What follows belongs to an exercise in optimizing a design on an open flow for small area, a short achievable clock period and few clock cycles; a production flow would make more cautious choices. RTL that was checked went through simulation tests only; none was proved equivalent to the original.

==> inputs of xenon <==
// complex_divider
module complex_divider
(
  input  logic             clk,
  input  logic             rst_n,
  input  logic             in_valid,
  output logic             in_ready,
  input  logic [NUM_W-1:0] num_real,
  input  logic [NUM_W-1:0] num_imag,
  input  logic [DEN_W-1:0] den_real,
  input  logic [DEN_W-1:0] den_imag,
  output logic             out_valid,
  input  logic             out_ready,
  output logic [NUM_W-1:0] quo_real,
  output logic [NUM_W-1:0] quo_imag,
  output logic             div_zero,
  output logic             sat
);
  logic adv, adv_in;
  assign in_ready = adv_in;
  logic        v0;
  logic [15:0] nr, ni;
  logic [7:0]  dr, di;
  logic [3:0]  dr_one, dr_two, dr_neg, di_one, di_two, di_neg;
  logic [3:0]  er_one, er_two, er_neg, ei_one, ei_two, ei_neg;
  cdiv_booth u_br (.y(den_real), .one(er_one), .two(er_two), .neg(er_neg));
  cdiv_booth u_bi (.y(den_imag), .one(ei_one), .two(ei_two), .neg(ei_neg));
  always_ff @(posedge clk or negedge rst_n) begin
    if (!rst_n)   v0 <= 1'b0;
    else if (adv) v0 <= in_valid;
  end
  always_ff @(posedge clk) begin
    if (adv) begin
      nr     <= num_real;
      ni     <= num_imag;
      dr     <= den_real;
      di     <= den_imag;
      dr_one <= er_one;
      dr_two <= er_two;
      dr_neg <= er_neg;
      di_one <= ei_one;
      di_two <= ei_two;
      di_neg <= ei_neg;
    end
  end
  logic [24:0] ps_c, pc_c, qs_c, qc_c;
  logic [15:0] ds_c, dc_c;
  cdiv_products u_prod (
    .nr(nr), .ni(ni), .dr(dr), .di(di),
    .dr_one(dr_one), .dr_two(dr_two), .dr_neg(dr_neg),
    .di_one(di_one), .di_two(di_two), .di_neg(di_neg),
    .p_s(ps_c), .p_c(pc_c), .q_s(qs_c), .q_c(qc_c), .d_s(ds_c), .d_c(dc_c)
  );
  logic        v1;
  logic [24:0] ps1, pc1, qs1, qc1;
  logic [15:0] ds1, dc1;
  always_ff @(posedge clk or negedge rst_n) begin
    if (!rst_n)   v1 <= 1'b0;
  ...
make LEC_CHECK=0 CAP_MARGIN=20 CORE_MARGIN=2 CORE_UTILIZATION=65 SETUP_SLACK_MARGIN=5 SLEW_MARGIN=20 finish   # period 9.0 ns
run.sh (not shown) runs the stock make flow with config.mk's settings and CLKGATE_MAP_FILE= SYNTH_SCRIPT=/design/flow/synth_recipe.tcl, a recipe that flattens the netlist after the stock synthesis.
==> yarrow: changes against xenon <==
- CORE_UTILIZATION: 65 -> 40
==> results.yml <==
drt:
  wl_um: 217000
  wl_per_cell_um: 22.6
  vias: 60536
final_layout:
  drive_above_1_share_pct: 7.49
  final_cell_mix: "edfxtp_1, ha_1, inv_1"
clock_network:
  cts_made_buffers: 106
critical_path:
  crit_top_cell: "or3_4"
  path_cells: "inv_2 > ha_4 > or3b_4 > or3_4 > or3_4 > or3_4 > or3_4 > a2111oi_2 > nand3_1 > a221oi_2 > a21oi_1"
grt:
  grt_usage_pct: 34.0
worst_hold_path:
  worstHoldEndpoint: "g_row[0].g_reg.zq1[10]"
status:
  status: "no timing/DRC/antenna violations"
-- figures above: xenon

==> results.yml <==
status:
  status: "no timing/DRC/antenna violations"
drt:
  wl_um: 227000
final_layout:
  drive_above_1_share_pct: 7.36
  final_cell_mix: "edfxtp_1, ha_1, inv_1"
critical_path:
  path_cells: "a22oi_1 > xnor2_1 > ha_1 > inv_1 > fa_1 > inv_1 > fa_1 > inv_1 > fa_1 > inv_1 > fa_1"
clock_network:
  cts_made_buffers: 114
-- figures above: yarrow

Testbench counts of xenon, summed over its fixed seeds: cycles 2,488.
Testbench counts of yarrow, summed over its fixed seeds: cycles 2,488.

* * *

==> run a <==
complex_divider, a different RTL version from the one above (not shown whole).
export LEC_CHECK = 0
export CAP_MARGIN = 5
export CORE_MARGIN = 2
export CORE_UTILIZATION = 65
export SETUP_SLACK_MARGIN = 5
export SLEW_MARGIN = 5
create_clock -name core_clock -period 9.0 [get_ports {clk}]
==> run b: changes against run a <==
--- a/flow/design.v
+++ b/flow/design.v
@@ -2124,31 +2124,31 @@
     end
   end
   logic [24:0] p_c, q_c;
   logic [15:0] d_c;
   assign p_c  = ps1 + pc1;
   assign q_c  = qs1 + qc1;
-  logic [10:0] d3s_c;
-  assign d_c   = ds1 + dc1;
-  assign d3s_c = {1'b0, d_c[8:0], 1'b0} + 11'(d_c[8:0]);
+  logic [16:0] d3_c;
+  assign d_c  = ds1 + dc1;
+  assign d3_c = {d_c, 1'b0} + 17'(d_c);
   logic        v2, sp2, sq2;
   logic [23:0] pa2, qa2;
   logic [15:0] d2;
-  logic [10:0] d3s2;
+  logic [16:0] d32;
   always_ff @(posedge clk or negedge rst_n) begin
     if (!rst_n)   v2 <= 1'b0;
     else if (adv) v2 <= v1;
   end
   always_ff @(posedge clk) begin
     if (adv) begin
       sp2 <= p_c[24];
       sq2 <= q_c[24];
       pa2 <= p_c[24] ? 24'(-p_c) : p_c[23:0];
       qa2 <= q_c[24] ? 24'(-q_c) : q_c[23:0];
-      d2   <= d_c;
-      d3s2 <= d3s_c;
+      d2  <= d_c;
+      d32 <= d3_c;
     end
   end
   logic [8:0][15:0] rr0, rr1;
   logic [8:0][15:0] zz0, zz1;
   logic [8:0]       sg0, sg1, ov0, ov1, vv;
   logic [8:0][15:0] dd;
@@ -2159,13 +2159,13 @@
   assign zz1[0] = qa2[15:0];
   assign sg0[0] = sp2;
   assign sg1[0] = sq2;
   assign ov0[0] = {8'd0, pa2[23:16]} >= d2;
   assign ov1[0] = {8'd0, qa2[23:16]} >= d2;
   assign dd[0]  = d2;
-  assign dd3[0] = (d2[15:9] == 7'd0) ? 17'(d3s2) : 17'h1FFFF;
+  assign dd3[0] = d32;
   assign vv[0]  = v2;
   function automatic logic [17:0] sub18(input logic [17:0] a,
                                         input logic [17:0] b);
     logic [17:0] g, p, gg, pp, gn, pn;
     g  = a & ~b;
     p  = ~(a ^ b);
@@ -2237,13 +2237,13 @@
           zq1 <= m1;
           sq0 <= sg0[k];
           sq1 <= sg1[k];
           oq0 <= ov0[k];
           oq1 <= ov1[k];
           dq  <= dd[k];
-          d3q <= (k == 0) ? {dd[k], 1'b0} + 17'(dd[k]) : dd3[k];
+          d3q <= dd3[k];
         end
       end
       assign rr0[k+1] = 16'(rq0);
       assign rr1[k+1] = 16'(rq1);
       assign zz0[k+1] = zq0;
       assign zz1[k+1] = zq1;
==> flow/flow/run.sh (new file) <==
#!/bin/bash
set -euo pipefail
MARGIN=5.5
sed -e "s/SETUP_SLACK_MARGIN=[0-9.]*/SETUP_SLACK_MARGIN=${MARGIN}/" standard.sh > standard_margin.sh
grep -q "SETUP_SLACK_MARGIN=${MARGIN}" standard_margin.sh
bash standard_margin.sh > make_finish.log 2>&1
==> flow/standard.sh (new file) <==
#!/bin/bash
# synth_recipe.tcl (not shown) runs the flow's synth.tcl, then flattens the netlist and writes it again
# the make line also repeats each setting of config.mk as NAME=value (left out here)
make -C /OpenROAD-flow-scripts/flow DESIGN_CONFIG=/design/flow/config.mk WORK_HOME=/design/flow/orfs CLKGATE_MAP_FILE= SYNTH_SCRIPT=/design/flow/synth_recipe.tcl "${@:-finish}"
==> flow/config.mk (replaced) <==
export PLATFORM = sky130hd
export DESIGN_NAME = complex_divider
export DESIGN_NICKNAME = complex_divider
export VERILOG_FILES = /design/flow/design.v
export SDC_FILE = /design/flow/constraint.sdc
export NUM_CORES = 4
export LEC_CHECK = 0
export CAP_MARGIN = 20
export CORE_MARGIN = 2
export CORE_UTILIZATION = 65
export SETUP_SLACK_MARGIN = 5
export SLEW_MARGIN = 20
removed: flow/run.sh
==> run c: changes against run a <==
--- a/flow/design.v
+++ b/flow/design.v
@@ -2124,31 +2124,31 @@
     end
   end
   logic [24:0] p_c, q_c;
   logic [15:0] d_c;
   assign p_c  = ps1 + pc1;
   assign q_c  = qs1 + qc1;
-  logic [10:0] d3s_c;
-  assign d_c   = ds1 + dc1;
-  assign d3s_c = {1'b0, d_c[8:0], 1'b0} + 11'(d_c[8:0]);
+  logic [16:0] d3_c;
+  assign d_c  = ds1 + dc1;
+  assign d3_c = {d_c, 1'b0} + 17'(d_c);
   logic        v2, sp2, sq2;
   logic [23:0] pa2, qa2;
   logic [15:0] d2;
-  logic [10:0] d3s2;
+  logic [16:0] d32;
   always_ff @(posedge clk or negedge rst_n) begin
     if (!rst_n)   v2 <= 1'b0;
     else if (adv) v2 <= v1;
   end
   always_ff @(posedge clk) begin
     if (adv) begin
       sp2 <= p_c[24];
       sq2 <= q_c[24];
       pa2 <= p_c[24] ? 24'(-p_c) : p_c[23:0];
       qa2 <= q_c[24] ? 24'(-q_c) : q_c[23:0];
-      d2   <= d_c;
-      d3s2 <= d3s_c;
+      d2  <= d_c;
+      d32 <= d3_c;
     end
   end
   logic [8:0][15:0] rr0, rr1;
   logic [8:0][15:0] zz0, zz1;
   logic [8:0]       sg0, sg1, ov0, ov1, vv;
   logic [8:0][15:0] dd;
@@ -2159,13 +2159,13 @@
   assign zz1[0] = qa2[15:0];
   assign sg0[0] = sp2;
   assign sg1[0] = sq2;
   assign ov0[0] = {8'd0, pa2[23:16]} >= d2;
   assign ov1[0] = {8'd0, qa2[23:16]} >= d2;
   assign dd[0]  = d2;
-  assign dd3[0] = (d2[15:9] == 7'd0) ? 17'(d3s2) : 17'h1FFFF;
+  assign dd3[0] = d32;
   assign vv[0]  = v2;
   function automatic logic [17:0] sub18(input logic [17:0] a,
                                         input logic [17:0] b);
     logic [17:0] g, p, gg, pp, gn, pn;
     g  = a & ~b;
     p  = ~(a ^ b);
@@ -2237,13 +2237,13 @@
           zq1 <= m1;
           sq0 <= sg0[k];
           sq1 <= sg1[k];
           oq0 <= ov0[k];
           oq1 <= ov1[k];
           dq  <= dd[k];
-          d3q <= (k == 0) ? {dd[k], 1'b0} + 17'(dd[k]) : dd3[k];
+          d3q <= dd3[k];
         end
       end
       assign rr0[k+1] = 16'(rq0);
       assign rr1[k+1] = 16'(rq1);
       assign zz0[k+1] = zq0;
       assign zz1[k+1] = zq1;
==> flow/config.mk (replaced) <==
export PLATFORM = sky130hd
export DESIGN_NAME = complex_divider
export DESIGN_NICKNAME = complex_divider
export VERILOG_FILES = /design/flow/design.v
export SDC_FILE = /design/flow/constraint.sdc
export NUM_CORES = 4
export LEC_CHECK = 0
export CAP_MARGIN = 20
export CORE_MARGIN = 2
export CORE_UTILIZATION = 65
export SETUP_SLACK_MARGIN = 5
export SLEW_MARGIN = 20
==> comparison <==
Via count: run b > run c > run a.
First-iteration DRC count, lowest first: run a, run c, run b.
Of run c and run b, run b has the higher critical path depth (gap 3).
Run b went through all stages and came out clean. Run c completed without violations. Run a completed without violations.
Testbench counts of run a, summed over its fixed seeds: cycles 2,488.
The RTL of run b and run c was laid out without a check of its function.

[static timing again, ports no longer ideal]
No port has a modelled driver above. Below, the same layouts with a new extraction and two added sets of constraints. Step 1 assumes that a clkbuf_16 drives the clock port and a buf_2 every other input. Step 2 times the ports against the registers' clock, not the clock port: input delays grow and output delays shrink by t, the midpoint of the rising clock arrivals with the driver on. a / b / c = ideal ports / drivers / drivers and shift; a / b = the first two.
run	t (ns)	slack for setup (ns)	clock arrival spread, ns	slew at the worst register clock pin (ns)
xenon	0.799	5.052 / 5.052 / 5.052	0.066 / 0.066	0.07 / 0.07
yarrow	0.850	5.055 / 5.043 / 5.055	0.085 / 0.086	0.07 / 0.07
run a	0.792	5.092 / 5.092 / 5.092	0.041 / 0.041	0.07 / 0.07
run b	0.844	5.131 / 5.131 / 5.131	0.071 / 0.071	0.07 / 0.07
run c	0.796	5.066 / 5.066 / 5.066	0.062 / 0.062	0.07 / 0.07
After both steps every run listed still meets setup and hold.
